This design comes from an exercise in tuning for small area, a short achievable clock period and few clock cycles per item on the open sky130 flow, not from production work.
Only simulation tests tie the RTL to the original design; equivalence was not proved.
No activity file was given, so power comes from the tool's default toggle rates.

<file path="flow/config.mk">
export PLATFORM = sky130hd
export DESIGN_NAME = crt_congruence_combiner
export DESIGN_NICKNAME = crt_congruence_combiner
export VERILOG_FILES = /design/flow/design.v
export SDC_FILE = /design/flow/constraint.sdc
export NUM_CORES = 4
export LEC_CHECK = 0
export CAP_MARGIN = 20
export CORE_MARGIN = 2
export CORE_UTILIZATION = 40
export SETUP_SLACK_MARGIN = 4
export SLEW_MARGIN = 20
</file>
<file path="flow/constraint.sdc">
create_clock -name core_clock -period 8.0 [get_ports {clk}]
set_input_delay 1.6000 -clock core_clock [delete_from_list [all_inputs] [get_ports {clk}]]
set_output_delay 1.6000 -clock core_clock [all_outputs]
set_load 0.01 [all_outputs]
</file>
<file path="flow/design.v">
module crt_congruence_combiner #(
  parameter int MOD_BITS    = 32,
  parameter int RESULT_BITS = 63
) (
  input  logic         clk,
  input  logic         rst,
  input  logic         s_axis_tvalid,
  output logic         s_axis_tready,
  input  logic [63:0]  s_axis_tdata,   
  input  logic [0:0]   s_axis_tuser,   
  output logic         m_axis_tvalid,
  input  logic         m_axis_tready,
  output logic [127:0] m_axis_tdata,   
  output logic [1:0]   m_axis_tuser    
);
  localparam logic [2:0] RC_STICKY = 3'd1;
  localparam logic [2:0] RC_NOSOL  = 3'd2;
  localparam logic [2:0] RC_OVF    = 3'd3;
  localparam logic [2:0] RC_FIRST  = 3'd4;
  localparam logic [2:0] RC_OK     = 3'd5;
  wire [31:0] r_in  = s_axis_tdata[31:0];
  wire [31:0] m_in  = s_axis_tdata[63:32];
  wire        first = s_axis_tuser[0];
  logic [62:0] R, M;
  logic [63:0] P;
  logic [1:0]  S;
  logic        ov, tr;
  logic        sIDLE, sFIN, sDIVF, sPHA, sDIF0, sDIFF, sEUC, sSTRIP, sCLOOP, sPHD, sWAITF;
  logic [31:0] rR, rM, A, B, CA;
  logic [32:0] CB;
  logic [4:0]  k;
  logic [5:0]  idx;
  logic        aln, par, dpos, dvd, hdn, mo, ovf, m0, fch, bR, bM, nsf;
  logic [2:0]  rc;
  wire [32:0] hs       = {2'b0, A[31:1]} - {1'b0, B};
  wire        canshift = ~hs[32];
  wire [32:0] es       = {1'b0, A} - {1'b0, B};
  wire        ge       = ~es[32];
  wire [31:0] ec       = CA + CB[31:0];
  wire [31:0] tu = B + CA;
  wire [31:0] uv = CB[31:0] - CA;
  wire [63:0] R64 = {1'b0, R};
  wire [63:0] M64 = {1'b0, M};
  logic [2:0] mtop;
  always_comb begin
    mtop = 3'd0;
    for (int i = 1; i < 8; i++) if (M64[8*i +: 8] != 8'd0) mtop = 3'(i);
  end
  wire [32:0] rr_x  = {rR, bR};
  wire [33:0] rrs   = {1'b0, rr_x} - {2'b0, CB[31:0]};
  wire        rr_ge = ~rrs[33];
  wire [32:0] rm_x  = {rM, bM & sPHA};
  wire [33:0] rms   = {1'b0, rm_x} - {2'b0, CB[31:0]};
  wire        rm_ge = ~rms[33];
  wire [32:0] dg    = {1'b0, rR} - {1'b0, A};
  wire        dg_ge = ~dg[32];
  wire [33:0] us    = {1'b0, CA, 1'b0} - {2'b0, CB[31:0]};
  wire        us_ge = ~us[33];
  wire [32:0] ts    = {1'b0, B} - {1'b0, rM};
  wire        ts_ge = ~ts[32];
  wire [63:0] sp = P + {1'b0, M};
  wire [62:0] sx = R + M;
  wire ok_fin = !ov || m_axis_tready;
  wire kz     = (k == 5'd0);
  wire Bz     = (B == 32'd0);
  wire CBz    = (CB == 33'd0);
  wire rRnz   = (rR != 32'd0);
  wire idle_go = sIDLE && s_axis_tvalid;
  wire f_stk   = idle_go && !first && (S != 2'd0);
  wire f_m0    = (sDIVF || sPHA) && m0;
  wire f_first = sDIVF && !m0 && dvd;
  wire f_nsol  = (sSTRIP && !A[0] && rR[0]) || (sCLOOP && nsf);
  wire f_ovf   = sPHD && (P[63] || ovf);
  wire f_ok    = sPHD && CBz && !f_ovf;
  wire fin_any = f_stk || f_m0 || f_first || f_nsol || f_ok || f_ovf || sWAITF;
  logic [2:0] rc_n;
  always_comb begin
    rc_n = rc;
    if (f_stk)             rc_n = RC_STICKY;
    if (f_m0 || f_nsol)    rc_n = RC_NOSOL;
    if (f_first)           rc_n = RC_FIRST;
    if (f_ok)              rc_n = RC_OK;
    if (f_ovf)             rc_n = RC_OVF;
  end
  wire alu_on = (sDIVF && !dvd) || (sPHA && !dvd) || (sEUC && !(aln && Bz));
  wire n_FIN   = fin_any && ok_fin;
  wire n_WAITF = fin_any && !ok_fin;
  wire n_IDLE  = sFIN || (sIDLE && !s_axis_tvalid);
  wire n_DIVF  = !fin_any && ((idle_go && first) || (sDIVF && !dvd));
  wire n_PHA   = !fin_any && ((idle_go && !first) || (sPHA && !(dvd && hdn)));
  wire n_DIF0  = !fin_any && sPHA && dvd && hdn;
  wire n_DIFF  = sDIF0;
  wire n_EUC   = sDIFF || (sEUC && !(aln && Bz));
  wire eend    = sEUC && aln && Bz;    
  wire n_STRIP = !fin_any && ((eend || sSTRIP) && !A[0]);
  wire n_CLOOP = !fin_any && (((eend || sSTRIP) && A[0]) || (sCLOOP && (rRnz || ov)));
  wire n_PHD   = !fin_any && ((sCLOOP && !rRnz && !ov) || sPHD);
  always_ff @(posedge clk) begin
    if (rst) begin
      sIDLE  <= 1'b1;
      sFIN   <= 1'b0;
      sDIVF  <= 1'b0;
      sPHA   <= 1'b0;
      sDIF0  <= 1'b0;
      sDIFF  <= 1'b0;
      sEUC   <= 1'b0;
      sSTRIP <= 1'b0;
      sCLOOP <= 1'b0;
      sPHD   <= 1'b0;
      sWAITF <= 1'b0;
      tr     <= 1'b0;
    end else begin
      sIDLE  <= n_IDLE;
      sFIN   <= n_FIN;
      sDIVF  <= n_DIVF;
      sPHA   <= n_PHA;
      sDIF0  <= n_DIF0;
      sDIFF  <= n_DIFF;
      sEUC   <= n_EUC;
      sSTRIP <= n_STRIP;
      sCLOOP <= n_CLOOP;
      sPHD   <= n_PHD;
      sWAITF <= n_WAITF;
      tr     <= n_FIN;
    end
  end
  always_ff @(posedge clk) begin
    if (rst) begin
      ov <= 1'b0;
      R  <= '0;
      M  <= 63'd1;
      S  <= 2'd0;
    end else begin
      if (sFIN)               ov <= 1'b1;
      else if (m_axis_tready) ov <= 1'b0;
      if (sFIN) begin
        case (rc)
          RC_NOSOL: begin R <= '0; M <= '0; S <= 2'd1; end
          RC_OVF:   begin R <= '0; M <= '0; S <= 2'd2; end
          RC_FIRST: begin R <= {31'd0, A}; M <= {30'd0, CB}; S <= 2'd0; end
          RC_OK:    begin M <= P[62:0]; S <= 2'd0; end
          default: ;
        endcase
      end else if (sPHD) begin
        if (B[0]) R <= sx;
        M <= {M[61:0], 1'b0};
      end
    end
  end
  wire        sh_up = aln && canshift;
  wire        euc   = sEUC;
  wire [31:0] a_nx  = ge ? es[31:0] : A;
  wire [31:0] ca_nx = ge ? ec : CA;
  always_ff @(posedge clk) begin
    if (fin_any) rc <= rc_n;
    if (alu_on) begin
      if (sh_up) begin
        B <= {B[30:0], 1'b0};
        k <= k + 5'd1;
        if (euc) CB <= {CB[31:0], 1'b0};
      end else begin
        aln <= 1'b0;
        if (!kz) begin
          A <= a_nx;
          B <= {1'b0, B[31:1]};
          k <= k - 5'd1;
          if (euc) begin
            CA <= ca_nx;
            CB <= {1'b0, CB[32:1]};
          end
        end else if (euc) begin
          A   <= B;
          B   <= a_nx;
          CA  <= CB[31:0];
          CB  <= {1'b0, ca_nx};
          par <= ~par;
          aln <= 1'b1;
        end else begin
          A   <= a_nx;
          dvd <= 1'b1;
        end
      end
    end
    if (sIDLE) begin
      A   <= r_in;
      B   <= m_in;
      CB  <= {1'b0, m_in};
      k   <= 5'd0;
      aln <= 1'b1;
      dvd <= 1'b0;
      rR  <= '0;
      rM  <= '0;
      idx <= {mtop, 3'b110};
      bR  <= R64[{mtop, 3'b111}];
      bM  <= M64[{mtop, 3'b111}];
      fch <= 1'b0;
      hdn <= 1'b0;
      m0  <= (m_in == 32'd0);
    end
    if (sPHA) begin
      if (!hdn) begin
        bR  <= R64[idx];
        bM  <= M64[idx];
        idx <= idx - 6'd1;
        fch <= 1'b0;
        if (!fch) begin
          rR <= rr_ge ? rrs[31:0] : rr_x[31:0];
          rM <= rm_ge ? rms[31:0] : rm_x[31:0];
        end
        if (idx == 6'd63 && !fch) hdn <= 1'b1;
      end
    end
    if (sDIF0) B <= rR;
    if (sDIFF) begin
      if (dg_ge) begin
        rR   <= dg[31:0];
        dpos <= 1'b0;
      end else begin
        rR   <= es[31:0];
        dpos <= 1'b1;
      end
      A   <= CB[31:0];
      B   <= rM;
      CA  <= '0;
      CB  <= 33'd1;
      par <= 1'b0;
      aln <= 1'b1;
      k   <= 5'd0;
      P   <= '0;
      mo  <= 1'b0;
      ovf <= 1'b0;
    end
    if (eend) begin
      if (dpos != par) begin
        CA <= uv;
        rM <= CA;
      end else begin
        rM <= uv;
      end
      nsf <= 1'b0;
    end
    if (sSTRIP && !A[0]) begin
      A  <= {1'b0, A[31:1]};
      rR <= {1'b0, rR[31:1]};
    end
    if (sCLOOP && rRnz) begin
      rR <= rR[0] ? dg[32:1] : {1'b0, rR[31:1]};
      CA <= us_ge ? us[31:0] : {CA[30:0], 1'b0};
      rM <= rm_ge ? rms[31:0] : {rM[30:0], 1'b0};
      if (rR[0]) B <= ts_ge ? ts[31:0] : tu;
      if (rR[0] && !dg_ge) nsf <= 1'b1;
    end
    if (sPHD) begin
      if (CB[0]) begin
        P <= sp;
        if (mo) ovf <= 1'b1;
      end
      mo <= mo | M[62];
      CB <= {1'b0, CB[32:1]};
      B  <= {1'b0, B[31:1]};
    end
  end
  assign s_axis_tready = tr;
  assign m_axis_tvalid = ov;
  assign m_axis_tdata  = {2'b00, M, R};
  assign m_axis_tuser  = S;
endmodule
</file>
<file path="flow/run.sh">
#!/bin/bash
# synth_recipe.tcl (not shown) runs the flow's synth.tcl, then flattens the netlist and writes it again
# the make line also repeats each setting of config.mk as NAME=value (left out here)
make -C /OpenROAD-flow-scripts/flow DESIGN_CONFIG=/design/flow/config.mk WORK_HOME=/design/flow/orfs CLKGATE_MAP_FILE= SYNTH_SCRIPT=/design/flow/synth_recipe.tcl finish
</file>
==> results of run 1 <==
-- power by group through the flow --
stage	combinational, mW	sequential, mW	clock, mW
3_3_place_gp	7.57	3.02	0
6_report	9.85	2.97	2.83
5_1_grt	10.2	2.96	2.89
4_1_cts	8.45	2.92	2.82
2_1_floorplan	5.06	2.69	0
3_5_place_dp	7.56	3.02	0
-- critical path, cell delays in order, from the launching register on --
cell and delay (ns):
dfxtp_1 0.47, inv_2 0.17, ha_1 0.26, fa_1 0.44, nor2b_2 0.21, o31ai_4 0.10
a211oi_2 0.31, nor2_1 0.14, o21ai_2 0.26, a221oi_2 0.15, o21ai_2 0.28, buf_4 0.18
a31o_2 0.56, nand3_1 0.15, a21oi_1 0.21, nor3_1 0.06
-- path summary, 6_finish.rpt --
check / endpoint / slack [ns] / depth (start not counted)
setup / recovery: B[30]$_DFF_P_ / 3.86 / 15
hold / removal: ovf$_DFF_P_ / 0.49 / 1
setup reg to reg: B[30]$_DFF_P_ / 3.86 / 15
hold reg to reg: ovf$_DFF_P_ / 0.49 / 1
-- layer usage --
| layer | vias to the layer above | global-route usage [%] | wire (µm) |
|---|---|---|---|
| met5 | - | 2.20 | 500 |
| met4 | 22 | 27.8 | 22600 |
| met3 | 1118 | 16.9 | 39600 |
| met2 | 4312 | 55.8 | 102000 |
| met1 | 27600 | 53.1 | 104000 |
| li1 | 25100 | - | - |
-- stage by stage --
stage	hold slack (ns)	instances	instance area [µm²]	utilization, %
global placement	0.449	8101	51700	43.2
global route	0.494	8436	58100	48.6
floorplan	0.425	6572	48100	-
finish	0.488	8453	58200	48.6
CTS	0.477	8317	55700	46.5
detailed placement	0.460	8101	51700	43.2
-- sequential cells by signal (all words and copies together) (netlist names), 2 cells and up --
signal / flops
A: 32
R: 63
rM: 32
P: 64
k: 5
idx: 6
M: 63
rc: 3
CA: 32
S: 2
B: 32
rR: 32
CB: 33
-- final cells by class --
class | count | area, µm²
fillers | 11900 | 61500
multi-input cells | 5462 | 38400
flip-flops and latches | 423 | 9320
repair buffers | 544 | 5180
well taps | 1612 | 2020
clock buffers | 83 | 1670
inverters | 281 | 1190
clock inverters | 26 | 313
diodes | 22 | 55.1
-- cells by family after synthesis --
logic type | count (synthesis)
DFF | 423
buffers and inverters | 694
muxes | 124
AOI/OAI and AO/OA | 2551
xor gates and xnor gates | 330
other | 1
adders and majority gates | 456
and+or+nand+nor | 1992
-- cell usage in the layout, fill, tap and decap left out, types with 30 or more instances in the layout --
| cell | instances |
|---|---|
| a211oi_1 | 160 |
| xor2_1 | 118 |
| clkbuf_16 | 65 |
| edfxtp_1 | 69 |
| nand2_1 | 527 |
| dfxtp_1 | 280 |
| or3_1 | 30 |
| o211ai_1 | 82 |
| a311oi_1 | 49 |
| a211o_1 | 44 |
| nand3_1 | 182 |
| a21o_1 | 181 |
| buf_4 | 288 |
| o22ai_1 | 76 |
| clkdlybuf4s50_1 | 197 |
| dfxtp_2 | 46 |
| and3_1 | 49 |
| and2_1 | 40 |
| a21oi_1 | 649 |
| a221oi_1 | 44 |
| inv_1 | 242 |
| nor4_1 | 57 |
| clkinvlp_4 | 32 |
| ha_1 | 397 |
| mux2i_1 | 65 |
| a22oi_1 | 59 |
| nand4_1 | 52 |
| o21ai_0 | 525 |
| nor2b_1 | 92 |
| o21bai_1 | 43 |
| o21a_1 | 67 |
| nand2b_1 | 67 |
| mux4_2 | 40 |
| o31ai_1 | 30 |
| xnor2_1 | 193 |
| nor2_1 | 645 |
| nor3_1 | 131 |
| a31oi_1 | 85 |
| o221ai_1 | 34 |
-- what timing repair did --
| item | 4_1_cts | 5_1_grt |
|---|---|---|
| setup buffers | 95 | 108 |
| resized for setup | 266 | 309 |
| endpoints found under the setup margin | 243 | 231 |
| cloned | 12 | 6 |
| hold buffers | 0 | 0 |
| pin swaps | 37 | 73 |
==> results.sh, run 1 <==
export IMPL_die_y_um=351
export IMPL_grt_pass1_vias=51500
export IMPL_cts_htree_levels=2
export IMPL_synth_edf_count=69
export IMPL_die_x_um=351
export IMPL_dieArea_mm2=0.123
export IMPL_syn_area_per_cell_um2=7.32
export IMPL_io_pins=201
export IMPL_nets=7295
export IMPL_synthCells=6571
export IMPL_synth_seq_area_share_pct=19.0
export IMPL_worst_pin_slew_ns=1.38
export IMPL_synth_top_area_share_pct=14.7
export IMPL_ys_top_cells_by_area="dfxtp_1 (15%), ha_1 (12%), a21oi_1 (7.0%), o21ai_0 (5.8%), nor2_1 (5.1%)"
export IMPL_critPathArrivalTime_ns=4.70
export IMPL_worst_path_max_fanout=10
export IMPL_clockBufferDepth=3
export IMPL_synth_compound_area_share_pct=34.6
export IMPL_post_route_period_util_pct=51.8
export IMPL_drv_slew=0
export IMPL_finalSetupTns_ns=0
export IMPL_grt_overflow=0
export IMPL_p_leak_nw=23.2
export IMPL_numCtsBuffers=58
export IMPL_yosys_cell_count_top_type="a21oi_1"
export IMPL_max_freq_ghz=0.241
export IMPL_drive_above_1_share_pct=13.9
export IMPL_synth_top_family_by_area="compound AO/OA/AOI/OAI gates"
export IMPL_initial_utilization_pct=40.2
export IMPL_rsz0062_at_grt="yes"
export IMPL_seq_power_share_pct=19.0
export IMPL_period_minus_slack_ns=4.14
export IMPL_vias_per_cell=6.88
export IMPL_finalSetupViolations=0
export IMPL_area_growth_pct=21.0
export IMPL_hold_viol=0
export IMPL_hpwl_mm=195
export IMPL_synthXorXnorAreaFrac_pct=6.04
export IMPL_drcViolationCount=0
export IMPL_finalPower_mw=15.6
export IMPL_antenna_found_initial=35
export IMPL_p_per_area_mw_per_mm2=269
export IMPL_routabilityCongestion=1.10
export IMPL_antenna_left=0
export IMPL_grt_max_degree=108
export IMPL_endpoint_kind="flop"
export IMPL_switching_share_pct=51.3
export IMPL_vias=58200
export IMPL_drtIter0Drc=8891
export IMPL_synth_cell_types=103
export IMPL_dr_pass1_iters=9
export IMPL_yosys_area_share_simple_pct=19.0
export IMPL_synthAdderAreaFrac_pct=12.1
export IMPL_grt_pass1_wl_mm=372
export IMPL_synthesis_area_mm2=0.0481
export IMPL_clock_latency_ns=0.73
export IMPL_crit_reg2reg_launch="B[0]$_DFF_P_"
export IMPL_routedWlPerCell_um=31.8
export IMPL_clockRootBuffer="clkbuf_16"
export IMPL_p_int_mw=7.63
export IMPL_synth_ff_type="dfxtp_1"
export IMPL_finalWirelength_mm=269
export IMPL_io_buffers=198
export IMPL_p_switching_mw=8.02
export IMPL_critical_path_class="reg2reg"
export IMPL_power_share_combinational_pct=62.9
export IMPL_async_flop_share_pct=0
export IMPL_worst_slack_ns=3.86
export IMPL_hp_start="ovf$_DFF_P_"
export IMPL_core_mm2=0.120
export IMPL_vdd_drop_max_mv=0.185
export IMPL_worstPathRequired_ns=8.55
export IMPL_clock_power_share_pct=18.1
export IMPL_start_kind="flop"
export IMPL_fin_skew_ns=0.0662
export IMPL_cts_sinks=423
export IMPL_drv_cap=0
export IMPL_cp_startpoint="B[0]$_DFF_P_"
export IMPL_rows=127
export IMPL_worstHoldPathType="reg2reg"
export IMPL_cts_tree="built"
export IMPL_synth_seq_cells=423
export IMPL_track_usage_pct=41.4
export IMPL_status="no timing/DRC/antenna violations"
export IMPL_synthMuxAreaShare_pct=3.65
export IMPL_synth_yosys_warnings=1
export IMPL_yosys_area_top_type="dfxtp_1"
export IMPL_synth_common_cells="a21oi_1 (676), nor2_1 (655), o21ai_0 (553), nand2_1 (538), ha_1 (444)"
export IMPL_maxSlewHeadroom_pct=8.20
export IMPL_pre_cts_slack_ns=2.24
export IMPL_path_clk_slew_ns=0.06
Testbench counts, summed over its fixed seeds: cycles 136,323, items 2,400.
==> run 2: changes to the inputs <==
--- a/flow/design.v
+++ b/flow/design.v
@@ -25,7 +25,7 @@
   logic [63:0] P;
   logic [1:0]  S;
   logic        ov, tr;
-  logic        sIDLE, sFIN, sDIVF, sPHA, sDIF0, sDIFF, sEUC, sSTRIP, sCLOOP, sPHD, sWAITF;
+  logic        sIDLE, sFIN, sDIVF, sPHA, sDIF0, sDIFF, sEUC, sUINIT, sSTRIP, sCLOOP, sPHD, sWAITF;
   logic [31:0] rR, rM, A, B, CA;
   logic [32:0] CB;
   logic [4:0]  k;
@@ -91,9 +91,9 @@
   wire n_DIF0  = !fin_any && sPHA && dvd && hdn;
   wire n_DIFF  = sDIF0;
   wire n_EUC   = sDIFF || (sEUC && !(aln && Bz));
-  wire eend    = sEUC && aln && Bz;    
-  wire n_STRIP = !fin_any && ((eend || sSTRIP) && !A[0]);
-  wire n_CLOOP = !fin_any && (((eend || sSTRIP) && A[0]) || (sCLOOP && (rRnz || ov)));
+  wire n_UINIT = sEUC && aln && Bz;
+  wire n_STRIP = !fin_any && (sUINIT || (sSTRIP && !A[0]));
+  wire n_CLOOP = !fin_any && ((sSTRIP && A[0]) || (sCLOOP && (rRnz || ov)));
   wire n_PHD   = !fin_any && ((sCLOOP && !rRnz && !ov) || sPHD);
   always_ff @(posedge clk) begin
     if (rst) begin
@@ -104,6 +104,7 @@
       sDIF0  <= 1'b0;
       sDIFF  <= 1'b0;
       sEUC   <= 1'b0;
+      sUINIT <= 1'b0;
       sSTRIP <= 1'b0;
       sCLOOP <= 1'b0;
       sPHD   <= 1'b0;
@@ -117,6 +118,7 @@
       sDIF0  <= n_DIF0;
       sDIFF  <= n_DIFF;
       sEUC   <= n_EUC;
+      sUINIT <= n_UINIT;
       sSTRIP <= n_STRIP;
       sCLOOP <= n_CLOOP;
       sPHD   <= n_PHD;
@@ -190,10 +192,8 @@
       dvd <= 1'b0;
       rR  <= '0;
       rM  <= '0;
-      idx <= {mtop, 3'b110};
-      bR  <= R64[{mtop, 3'b111}];
-      bM  <= M64[{mtop, 3'b111}];
-      fch <= 1'b0;
+      idx <= {mtop, 3'b111};
+      fch <= 1'b1;
       hdn <= 1'b0;
       m0  <= (m_in == 32'd0);
     end
@@ -230,7 +230,7 @@
       mo  <= 1'b0;
       ovf <= 1'b0;
     end
-    if (eend) begin
+    if (sUINIT) begin
       if (dpos != par) begin
         CA <= uv;
         rM <= CA;
--- a/flow/config.mk
+++ b/flow/config.mk
@@ -8,5 +8,5 @@
 export CAP_MARGIN = 20
 export CORE_MARGIN = 2
 export CORE_UTILIZATION = 40
-export SETUP_SLACK_MARGIN = 4
+export SETUP_SLACK_MARGIN = 4.25
 export SLEW_MARGIN = 20
==> run 2 against run 1 <==
  * Final area fell by 2.0%
  * Worst setup slack improved by 0.29 ns
  * Hold slack got worse by 0.0091 ns
  * Sequential share of layout area rose by 0.40 points
  * Critical endpoint is now B[8]$_DFF_P_
  * Global-route usage fell by 3.5 points
  * Register-to-register slack improved by 0.29 ns
  * Critical path depth did not move
  * Sequential power rose by 3%
  * Utilization rose by 1.3 points
  * Sequential cell count rose by 1
  * Non-clock buffer count rose by 26
  * Clock skew fell by 0.018 ns
==> results.sh, run 2 <==
export IMPL_synth_common_cells="a21oi_1 (725), nor2_1 (621), o21ai_0 (473), nand2_1 (466), ha_1 (444)"
export IMPL_clockBufferDepth=3
export IMPL_synth_ff_type="dfxtp_1"
export IMPL_p_per_area_mw_per_mm2=275
export IMPL_clock_latency_ns=0.71
export IMPL_status="no timing/DRC/antenna violations"
export IMPL_cts_hold_buf=0
export IMPL_drv_slew=0
export IMPL_whs_ns=0.479
export IMPL_cts_htree_levels=2
export IMPL_yosys_cell_count_top_type="a21oi_1"
export IMPL_hpwl_mm=170
export IMPL_hold_viol=0
export IMPL_maxSlewHeadroom_pct=21.6
export IMPL_worst_path_max_fanout=8
export IMPL_cts_tree="built"
export IMPL_layout_commonest_cell="a21oi_1"
export IMPL_rsz0062_at_grt="yes"
export IMPL_worst_slack_ns=4.15
export IMPL_regMostFlops="P"
export IMPL_switching_share_pct=49.7
export IMPL_top_usage_layer="met1"
export IMPL_io_pins=201
export IMPL_grt_pass1_vias=47600
export IMPL_die_x_um=343
export IMPL_die_y_um=343
export IMPL_syn_area_per_cell_um2=7.42
export IMPL_rows=124
export IMPL_worst_pin_slew_ns=1.17
export IMPL_finalWirelength_mm=238
export IMPL_synth_seq_cells=424
export IMPL_synth_seq_area_share_pct=20.0
export IMPL_path_clk_slew_ns=0.06
export IMPL_top_regs="P x64, M x63, R x63"
export IMPL_worst_path_max_delay_cell="a2111o_1"
export IMPL_antenna_found_initial=13
export IMPL_synth_cell_types=101
export IMPL_multi_input_area_mm2=0.0369
export IMPL_layout_common_cells="a21oi_1 (654), nor2_1 (597), nand2_1 (456), o21ai_0 (424), ha_1 (400)"
export IMPL_area_growth_pct=23.7
export IMPL_drtIter0Drc=6766
export IMPL_synth_top_area_share_pct=15.3
export IMPL_io_buffers=198
export IMPL_start_kind="flop"
export IMPL_track_usage_pct=37.8
export IMPL_synthesis_area_mm2=0.0461
export IMPL_seqCellArea_mm2=0.00936
export IMPL_grt_overflow=0
export IMPL_grt_max_degree=105
export IMPL_finalSetupViolations=0
export IMPL_critical_path_class="reg2reg"
export IMPL_nets=6988
export IMPL_drcViolationCount=0
export IMPL_dr_pass1_iters=9
export IMPL_nFillCells=11200
export IMPL_cts_sinks=424
export IMPL_slowest_delay_ns=0.45
export IMPL_initial_utilization_pct=40.3
export IMPL_pre_cts_slack_ns=2.77
export IMPL_period_minus_slack_ns=3.85
export IMPL_routabilityCongestion=1.02
export IMPL_max_freq_ghz=0.260
export IMPL_dieArea_mm2=0.118
export IMPL_cp_cell_sequence="inv_1, ha_2, a21o_1, a21o_1, a2111o_1, o211a_4, buf_6, o21a_4, buf_6, mux2i_4, nor2_2, a21oi_2, a311oi_2, nor4_1, a221oi_1"
export IMPL_vdd_drop_max_mv=0.204
export IMPL_p_int_mw=7.90
export IMPL_vias_per_cell=6.67
export IMPL_synth_yosys_warnings=1
export IMPL_core_mm2=0.114
export IMPL_synthCells=6203
export IMPL_ys_top_cells_by_area="dfxtp_1 (15%), ha_1 (12%), a21oi_1 (7.9%), o21ai_0 (5.1%), nor2_1 (5.1%)"
export IMPL_post_route_period_util_pct=48.1
export IMPL_drive_above_1_share_pct=16.0
export IMPL_routedWlPerCell_um=29.6
export IMPL_numCtsBuffers=54
export IMPL_worstPathRequired_ns=8.57
export IMPL_endpoint_kind="flop"
export IMPL_cp_num_buf_inv=3
export IMPL_largest_reg_flops=64
export IMPL_finalPower_mw=15.7
export IMPL_seq_power_share_pct=19.6
export IMPL_p_switching_mw=7.79
export IMPL_finalSetupTns_ns=0
export IMPL_antenna_left=0
export IMPL_vias=53600
export IMPL_met1_usage_pct=53.1
export IMPL_grt_use_met3_pct=10.1
export IMPL_critPathArrivalTime_ns=4.42
export IMPL_synth_edf_count=71
export IMPL_clockRootBuffer="clkbuf_16"
export IMPL_yosys_area_top_type="dfxtp_1"
export IMPL_crit_family="compound AO/OA/AOI/OAI gates"
export IMPL_grt_util_met2_pct=52.7
export IMPL_clock_power_share_pct=17.3
export IMPL_async_flop_share_pct=0
export IMPL_fin_skew_ns=0.0479
export IMPL_worstHoldPathType="reg2reg"
export IMPL_drv_cap=0
export IMPL_p_leak_nw=22.8
export IMPL_grt_pass1_wl_mm=331
export IMPL_power_share_combinational_pct=63.1
-- run 2: changes by cell type after synthesis, sizes merged, moves of 17 or more --
cell / change
a222oi: +20
nor2: -34
mux2i: -43
nand2: -72
nor2b: -21
a211o: -26
a21oi: +54
o21ai: -71
xor2: +17
and2: -22
nand3: -42
clkbuf: -53
o31ai: -19
-- run 2: metrics by stage --
step	utilization (%)	area [µm²]	instances
2_1_floorplan	-	46100	6204
3_3_place_gp	43.3	49400	7657
3_5_place_dp	43.3	49400	7657
4_1_cts	47.1	53800	7879
5_1_grt	49.9	57000	8023
6_report	49.9	57000	8029
-- run 2: timing repair --
| action | in CTS | in global routing |
|---|---|---|
| pin swaps | 71 | 186 |
| gates cloned | 16 | 10 |
| buffers inserted | 104 | 132 |
| gates resized for setup | 314 | 407 |
| setup endpoints to repair | 261 | 272 |
| endpoints found under the hold margin | 0 | 0 |
-- run 2: final cells by class --
| cell class | instances | area share (%) |
|---|---|---|
| repair inverters | 1 | 0.0154 |
| multi-input cells | 5133 | 64.7 |
| repair buffers | 570 | 10.1 |
| clock inverters | 29 | 0.569 |
| flip-flops and latches | 424 | 16.4 |
| well taps | 1512 | 3.32 |
| diodes | 8 | 0.0351 |
| clock buffers | 73 | 2.75 |
| inverters | 279 | 2.05 |
-- run 2: kinds of logic after synthesis --
kind of cell | Yosys count | synth area share, %
simple gates | 1789 | 17.8
buf+inv | 653 | 5.55
mux | 70 | 2.61
fa+ha+maj | 456 | 12.6
compound gates | 2453 | 34.7
other cells | 1 | 0.00814
xor+xnor | 357 | 6.79
flops | 424 | 20.0
-- run 2: final timing paths --
path	slack, ns	startpoint	end	cells after the start
max	4.15	B[17]$_DFF_P_	B[8]$_DFF_P_	15
min	0.48	P[58]$_DFF_P_	P[58]$_DFF_P_	2
max reg2reg	4.15	B[17]$_DFF_P_	B[8]$_DFF_P_	15
min reg2reg	0.48	P[58]$_DFF_P_	P[58]$_DFF_P_	2
-- run 2: tightest hold or removal path, cell delays in order (launching register included) --
cell and delay (ns):
dfxtp_1 0.32, nand3_1 0.06, o21ai_1 0.05
-- run 2: routing by layer --
layer	wire, µm	up-vias
met5	129	-
met4	15000	6
met3	31800	639
met2	94200	3500
met1	96900	25600
li1	-	23900
-- run 2: power by group through the flow --
stage,combinational (mW),sequential [mW],clock [mW]
finish,9.90,3.07,2.72
CTS,8.41,3.02,2.73
floorplan,5.26,2.80,0
global placement,7.27,3.13,0
global route,10.4,3.09,2.79
detailed placement,7.29,3.14,0
Testbench counts of run 2, summed over its fixed seeds: cycles 139,461, items 2,400.

port drivers added, routing unchanged:
How much do the figures lean on ideal ports? The routed layouts below were timed once more, with nothing changed but the port constraints. Step 1 assumes that a clkbuf_16 drives the clock port and a buf_2 every other input. Step 2 moves the port delays by t, midway between the first and last clock arrival at a register: inputs arrive t later, outputs are due t later. That takes back most of the time a late clock gives input paths. a / b / c = no drivers / after step 1 / after step 2; a / b = the first two.
run	t, ns	setup WS [ns]	worst setup path at the end	worst register clock-pin slew, ns
run 1	0.782	3.857 / 3.857 / 3.625	input to register	0.07 / 0.07
run 2	0.766	4.149 / 4.149 / 4.067	input to register	0.07 / 0.07
After both steps setup and hold are still met in every run listed. For run 1, which loses most, drivers alone change the setup slack by 0.000 ns; drivers and shift together by -0.232 ns.
